From an optimization exercise on the open Yosys and OpenROAD flow, aimed at small area and few clock cycles per item; shortcuts taken in it are not production practice.
Function was checked by simulation only, so behaviour that the tests miss may differ from the original.

==> build 27: inputs <==
==> flow/design.v <==
`timescale 1ns/1ps
module lb_lane (
    input  logic                  clk,
    input  logic                  rstn,
    input  logic                  active,
    input  logic                  s_arvalid,
    output logic                  s_arready,
    output logic                  s_rvalid,
    output logic [64-1:0] s_rdata,
    input  logic                  s_rready,
    output logic                  m_arvalid,
    input  logic                  m_arready,
    input  logic                  m_rvalid,
    input  logic [64-1:0] m_rdata
);
    logic                  infl;
    logic                  held;
    logic [64-1:0] buf_q;
    logic                  room;
    logic                  accept;
    logic                  ret;
    assign s_rvalid  = held | m_rvalid;
    assign s_rdata   = held ? buf_q : m_rdata;
    assign ret       = s_rvalid & s_rready;
    assign room      = ~infl | ret;
    assign m_arvalid = s_arvalid & active & room;
    assign s_arready = m_arready & active & room;
    assign accept    = s_arvalid & s_arready;
    always_ff @(posedge clk) begin
        if (!rstn) begin
            infl <= 1'b0;
            held <= 1'b0;
        end else begin
            infl <= accept | (infl & ~ret);
            held <= s_rvalid & ~s_rready;
        end
    end
    always_ff @(posedge clk) begin
        if (!held) begin
            buf_q <= m_rdata;
        end
    end
endmodule
module lb_top (
    input  logic                             clk,
    input  logic                             rstn,
    input  logic [1:0]                       mode,
    input  logic [4-1:0]            s_arvalid,
    input  logic [4*48-1:0] s_araddr,
    output logic [4-1:0]            s_arready,
    output logic [4-1:0]            s_rvalid,
    output logic [4*64-1:0] s_rdata,
    input  logic [4-1:0]            s_rready,
    output logic [4-1:0]            m_arvalid,
    output logic [4*48-1:0] m_araddr,
    input  logic [4-1:0]            m_arready,
    input  logic [4-1:0]            m_rvalid,
    input  logic [4*64-1:0] m_rdata
);
    localparam int nports = 4;
    logic [nports-1:0] active;
    always_comb begin
        case (mode)
            2'd0:    active = '1;
            2'd1:    active = nports'(3);
            default: active = nports'(1);
        endcase
    end
    assign m_araddr = s_araddr;
    for (genvar i = 0; i < nports; i++) begin : g_lane
        lb_lane lane_i (
            .clk       (clk),
            .rstn      (rstn),
            .active    (active[i]),
            .s_arvalid (s_arvalid[i]),
            .s_arready (s_arready[i]),
            .s_rvalid  (s_rvalid[i]),
            .s_rdata   (s_rdata[i*64 +: 64]),
            .s_rready  (s_rready[i]),
            .m_arvalid (m_arvalid[i]),
            .m_arready (m_arready[i]),
            .m_rvalid  (m_rvalid[i]),
            .m_rdata   (m_rdata[i*64 +: 64])
        );
    end
endmodule
==> flow/flow/run.sh <==
#!/bin/bash
# standard layout, with the smallest buffer on every port instead of the
# resizer's default pick
set -o pipefail
cp standard.sh standard.sh.txt
export BUFFER_PORTS_ARGS="-buffer_cell sky130_fd_sc_hd__buf_1"
bash standard.sh > standard.log 2>&1
==> flow/standard.sh <==
#!/bin/bash
# synth_recipe.tcl (not shown) runs the flow's synth.tcl, then flattens the netlist and writes it again
# the make line also repeats each setting of config.mk as NAME=value (left out here)
make -C /OpenROAD-flow-scripts/flow DESIGN_CONFIG=/design/flow/config.mk WORK_HOME=/design/flow/orfs CLKGATE_MAP_FILE= SYNTH_SCRIPT=/design/flow/synth_recipe.tcl "${@:-finish}"
==> flow/config.mk <==
export PLATFORM = sky130hd
export DESIGN_NAME = lb_top
export DESIGN_NICKNAME = lb_top
export VERILOG_FILES = /design/flow/design.v
export SDC_FILE = /design/flow/constraint.sdc
export NUM_CORES = 4
export LEC_CHECK = 0
export CAP_MARGIN = 20
export CORE_AREA = 2 2 438 108
export CTS_BUF_LIST = sky130_fd_sc_hd__clkbuf_16
export CTS_CLUSTER_DIAMETER = 80
export CTS_CLUSTER_SIZE = 30
export DIE_AREA = 0 0 440 110
export SLEW_MARGIN = 20
==> flow/constraint.sdc <==
create_clock -name core_clock -period 14.0 [get_ports {clk}]
set_input_delay 2.8000 -clock core_clock [delete_from_list [all_inputs] [get_ports {clk}]]
set_output_delay 2.8000 -clock core_clock [all_outputs]
set_load 0.01 [all_outputs]
==> inputs of trial 68, as changes to build 27 <==
==> flow/design.v, changed modules only <==
module lb_lane #(
    parameter int depth = 2
) (
    input  logic                  clk,
    input  logic                  rstn,
    input  logic                  active,
    input  logic                  s_arvalid,
    output logic                  s_arready,
    output logic                  s_rvalid,
    output logic [64-1:0] s_rdata,
    input  logic                  s_rready,
    output logic                  m_arvalid,
    input  logic                  m_arready,
    input  logic                  m_rvalid,
    input  logic [64-1:0] m_rdata
);
    localparam int cnt_w = $clog2(depth + 1);
    localparam int ptr_w = (depth > 1) ? $clog2(depth) : 1;
    logic [cnt_w-1:0]      inflight;
    logic [cnt_w-1:0]      held;
    logic [64-1:0] buf_q [depth];
    logic [ptr_w-1:0]      wr_ptr;
    logic [ptr_w-1:0]      rd_ptr;
    logic                  buf_empty;
    logic                  room;
    logic                  accept;
    logic                  ret;
    logic                  push;
    logic                  pop;
    assign buf_empty = (held == '0);
    assign s_rvalid  = ~buf_empty | m_rvalid;
    assign s_rdata   = buf_empty ? m_rdata : buf_q[rd_ptr];
    assign ret       = s_rvalid & s_rready;
    assign room      = (inflight != cnt_w'(depth)) | ret;
    assign m_arvalid = s_arvalid & active & room;
    assign s_arready = m_arready & active & room;
    assign accept    = s_arvalid & s_arready;
    assign push = m_rvalid & ~(buf_empty & s_rready);
    assign pop  = ~buf_empty & s_rready;
    function automatic logic [ptr_w-1:0] ptr_next(input logic [ptr_w-1:0] ptr);
        if (ptr == ptr_w'(depth - 1)) begin
            ptr_next = '0;
        end else begin
            ptr_next = ptr + 1'b1;
        end
    endfunction
    always_ff @(posedge clk) begin
        if (!rstn) begin
            inflight <= '0;
            held     <= '0;
            wr_ptr   <= '0;
            rd_ptr   <= '0;
        end else begin
            inflight <= inflight + cnt_w'(accept) - cnt_w'(ret);
            held     <= held + cnt_w'(push) - cnt_w'(pop);
            if (push) begin
                wr_ptr <= ptr_next(wr_ptr);
            end
            if (pop) begin
                rd_ptr <= ptr_next(rd_ptr);
            end
        end
    end
    always_ff @(posedge clk) begin
        if (push) begin
            buf_q[wr_ptr] <= m_rdata;
        end
    end
endmodule
module lb_top (
    input  logic                             clk,
    input  logic                             rstn,
    input  logic [1:0]                       mode,
    input  logic [4-1:0]            s_arvalid,
    input  logic [4*48-1:0] s_araddr,
    output logic [4-1:0]            s_arready,
    output logic [4-1:0]            s_rvalid,
    output logic [4*64-1:0] s_rdata,
    input  logic [4-1:0]            s_rready,
    output logic [4-1:0]            m_arvalid,
    output logic [4*48-1:0] m_araddr,
    input  logic [4-1:0]            m_arready,
    input  logic [4-1:0]            m_rvalid,
    input  logic [4*64-1:0] m_rdata
);
    localparam int nports = 4;
    logic [nports-1:0] active;
    always_comb begin
        case (mode)
            2'd0:    active = '1;
            2'd1:    active = nports'(3);
            default: active = nports'(1);
        endcase
    end
    assign m_araddr = s_araddr;
    for (genvar i = 0; i < nports; i++) begin : g_lane
        lb_lane #(
            .depth (2)
        ) lane_i (
            .clk       (clk),
            .rstn      (rstn),
            .active    (active[i]),
            .s_arvalid (s_arvalid[i]),
            .s_arready (s_arready[i]),
            .s_rvalid  (s_rvalid[i]),
            .s_rdata   (s_rdata[i*64 +: 64]),
            .s_rready  (s_rready[i]),
            .m_arvalid (m_arvalid[i]),
            .m_arready (m_arready[i]),
            .m_rvalid  (m_rvalid[i]),
            .m_rdata   (m_rdata[i*64 +: 64])
        );
    end
endmodule
==> flow/run.sh (new file) <==
#!/bin/bash
# synth_recipe.tcl (not shown) runs the flow's synth.tcl, then flattens the netlist and writes it again
# the make line also repeats each setting of config.mk as NAME=value (left out here)
make -C /OpenROAD-flow-scripts/flow DESIGN_CONFIG=/design/flow/config.mk WORK_HOME=/design/flow/orfs CLKGATE_MAP_FILE= SYNTH_SCRIPT=/design/flow/synth_recipe.tcl finish
--- a/flow/config.mk
+++ b/flow/config.mk
@@ -9,5 +9,2 @@
 export CORE_AREA = 2 2 438 108
-export CTS_BUF_LIST = sky130_fd_sc_hd__clkbuf_16
-export CTS_CLUSTER_DIAMETER = 80
-export CTS_CLUSTER_SIZE = 30
 export DIE_AREA = 0 0 440 110
removed: flow/flow/run.sh
removed: flow/standard.sh
==> inputs of build 97, as changes to build 27 <==
==> flow/design.v, changed modules only <==
module lb_lane #(
    parameter int depth = 2
) (
    input  logic                  clk,
    input  logic                  rstn,
    input  logic                  active,
    input  logic                  s_arvalid,
    output logic                  s_arready,
    output logic                  s_rvalid,
    output logic [64-1:0] s_rdata,
    input  logic                  s_rready,
    output logic                  m_arvalid,
    input  logic                  m_arready,
    input  logic                  m_rvalid,
    input  logic [64-1:0] m_rdata
);
    localparam int cnt_w = $clog2(depth + 1);
    localparam int ptr_w = (depth > 1) ? $clog2(depth) : 1;
    logic [cnt_w-1:0]      inflight;
    logic [cnt_w-1:0]      held;
    logic [64-1:0] buf_q [depth];
    logic [ptr_w-1:0]      wr_ptr;
    logic [ptr_w-1:0]      rd_ptr;
    logic                  buf_empty;
    logic                  room;
    logic                  accept;
    logic                  ret;
    logic                  push;
    logic                  pop;
    assign buf_empty = (held == '0);
    assign s_rvalid  = ~buf_empty | m_rvalid;
    assign s_rdata   = buf_empty ? m_rdata : buf_q[rd_ptr];
    assign ret       = s_rvalid & s_rready;
    assign room      = (inflight != cnt_w'(depth)) | ret;
    assign m_arvalid = s_arvalid & active & room;
    assign s_arready = m_arready & active & room;
    assign accept    = s_arvalid & s_arready;
    assign push = m_rvalid & ~(buf_empty & s_rready);
    assign pop  = ~buf_empty & s_rready;
    function automatic logic [ptr_w-1:0] ptr_next(input logic [ptr_w-1:0] ptr);
        if (ptr == ptr_w'(depth - 1)) begin
            ptr_next = '0;
        end else begin
            ptr_next = ptr + 1'b1;
        end
    endfunction
    always_ff @(posedge clk) begin
        if (!rstn) begin
            inflight <= '0;
            held     <= '0;
            wr_ptr   <= '0;
            rd_ptr   <= '0;
        end else begin
            inflight <= inflight + cnt_w'(accept) - cnt_w'(ret);
            held     <= held + cnt_w'(push) - cnt_w'(pop);
            if (push) begin
                wr_ptr <= ptr_next(wr_ptr);
            end
            if (pop) begin
                rd_ptr <= ptr_next(rd_ptr);
            end
        end
    end
    always_ff @(posedge clk) begin
        if (push) begin
            buf_q[wr_ptr] <= m_rdata;
        end
    end
endmodule
module lb_top (
    input  logic                             clk,
    input  logic                             rstn,
    input  logic [1:0]                       mode,
    input  logic [4-1:0]            s_arvalid,
    input  logic [4*48-1:0] s_araddr,
    output logic [4-1:0]            s_arready,
    output logic [4-1:0]            s_rvalid,
    output logic [4*64-1:0] s_rdata,
    input  logic [4-1:0]            s_rready,
    output logic [4-1:0]            m_arvalid,
    output logic [4*48-1:0] m_araddr,
    input  logic [4-1:0]            m_arready,
    input  logic [4-1:0]            m_rvalid,
    input  logic [4*64-1:0] m_rdata
);
    localparam int nports = 4;
    logic [nports-1:0] active;
    always_comb begin
        case (mode)
            2'd0:    active = '1;
            2'd1:    active = nports'(3);
            default: active = nports'(1);
        endcase
    end
    assign m_araddr = s_araddr;
    for (genvar i = 0; i < nports; i++) begin : g_lane
        lb_lane #(
            .depth (2)
        ) lane_i (
            .clk       (clk),
            .rstn      (rstn),
            .active    (active[i]),
            .s_arvalid (s_arvalid[i]),
            .s_arready (s_arready[i]),
            .s_rvalid  (s_rvalid[i]),
            .s_rdata   (s_rdata[i*64 +: 64]),
            .s_rready  (s_rready[i]),
            .m_arvalid (m_arvalid[i]),
            .m_arready (m_arready[i]),
            .m_rvalid  (m_rvalid[i]),
            .m_rdata   (m_rdata[i*64 +: 64])
        );
    end
endmodule
==> flow/run.sh (new file) <==
#!/bin/bash
# synth_recipe.tcl (not shown) runs the flow's synth.tcl, then flattens the netlist and writes it again
# the make line also repeats each setting of config.mk as NAME=value (left out here)
make -C /OpenROAD-flow-scripts/flow DESIGN_CONFIG=/design/flow/config.mk WORK_HOME=/design/flow/orfs CLKGATE_MAP_FILE= SYNTH_SCRIPT=/design/flow/synth_recipe.tcl finish
==> flow/config.mk (replaced) <==
export PLATFORM = sky130hd
export DESIGN_NAME = lb_top
export DESIGN_NICKNAME = lb_top
export VERILOG_FILES = /design/flow/design.v
export SDC_FILE = /design/flow/constraint.sdc
export NUM_CORES = 4
export LEC_CHECK = 0
export CAP_MARGIN = 20
export CORE_MARGIN = 2
export CORE_UTILIZATION = 45
export SLEW_MARGIN = 20
removed: flow/flow/run.sh
removed: flow/standard.sh
==> comparison table <==
DR iter-0 viols: build 97 -; build 27 428; trial 68 1470
Number of sequential storage elements: build 97 -; build 27 264; trial 68 540
Outcome: build 97 stopped before the end; build 27 complete, no violations; trial 68 complete, no violations
Stage where the flow stopped: build 97 I/O pin placement (3_2_place_iop); build 27 -; trial 68 -
Quantity of hold-fixing buffers added after cts: build 97 -; build 27 0; trial 68 0
Length of routed met2 wiring: build 97 -; build 27 19.4 mm; trial 68 38.0 mm
Tap cell count: build 97 -; build 27 620; trial 68 620
Clock Sinks: build 97 -; build 27 264; trial 68 540
Global-route wire length before repair: build 97 -; build 27 47.6 mm; trial 68 108 mm
Hold/Removal Path Class: build 97 -; build 27 register to register; trial 68 register to register
Placed inst area: build 97 -; build 27 11300 um^2; trial 68 28100 um^2
Number of instances in the synthesized netlist: build 97 1742; build 27 791; trial 68 1742
Number of flops mapped to enable cells by yosys: build 97 512; build 27 0; trial 68 512
Number of top-level pins: build 97 -; build 27 928; trial 68 928
Proportion of synthesized area in mux cells: build 97 10.9%; build 27 28.5%; trial 68 10.9%
Testbench counts of build 27, summed over its fixed seeds: cycles 4,208, items 4,800.
Testbench counts of trial 68, summed over its fixed seeds: cycles 2,412, items 4,800.
Testbench counts of build 97, summed over its fixed seeds: cycles 2,412, items 4,800.

==> separate check: timing with driven ports <==
The flow's constraints put no driver on any port. The routed layouts listed below were extracted and timed again, unchanged, in two steps. Step 1 sets driving cells, clkbuf_16 on the clock port and buf_2 on the other inputs (assumed; they add their load-dependent delay and slew). Step 2 also shifts input and output timing later by t, the mid clock arrival at the registers, as if the neighbouring blocks saw the same clock. Slacks: ideal / step 1 / step 2; pairs: ideal / step 1.
| run | t (ns) | slack for setup (ns) | clock arrival spread, ns |
|---|---|---|---|
| build 27 | 0.534 | 7.243 / 7.220 / 7.220 | 0.017 / 0.017 |
| trial 68 | 0.601 | 6.598 / 6.544 / 6.544 | 0.041 / 0.040 |
After both steps every run listed still meets setup and hold. The setup slack of trial 68, which loses most, moves by -0.054 ns with the drivers and by -0.054 ns with both steps.
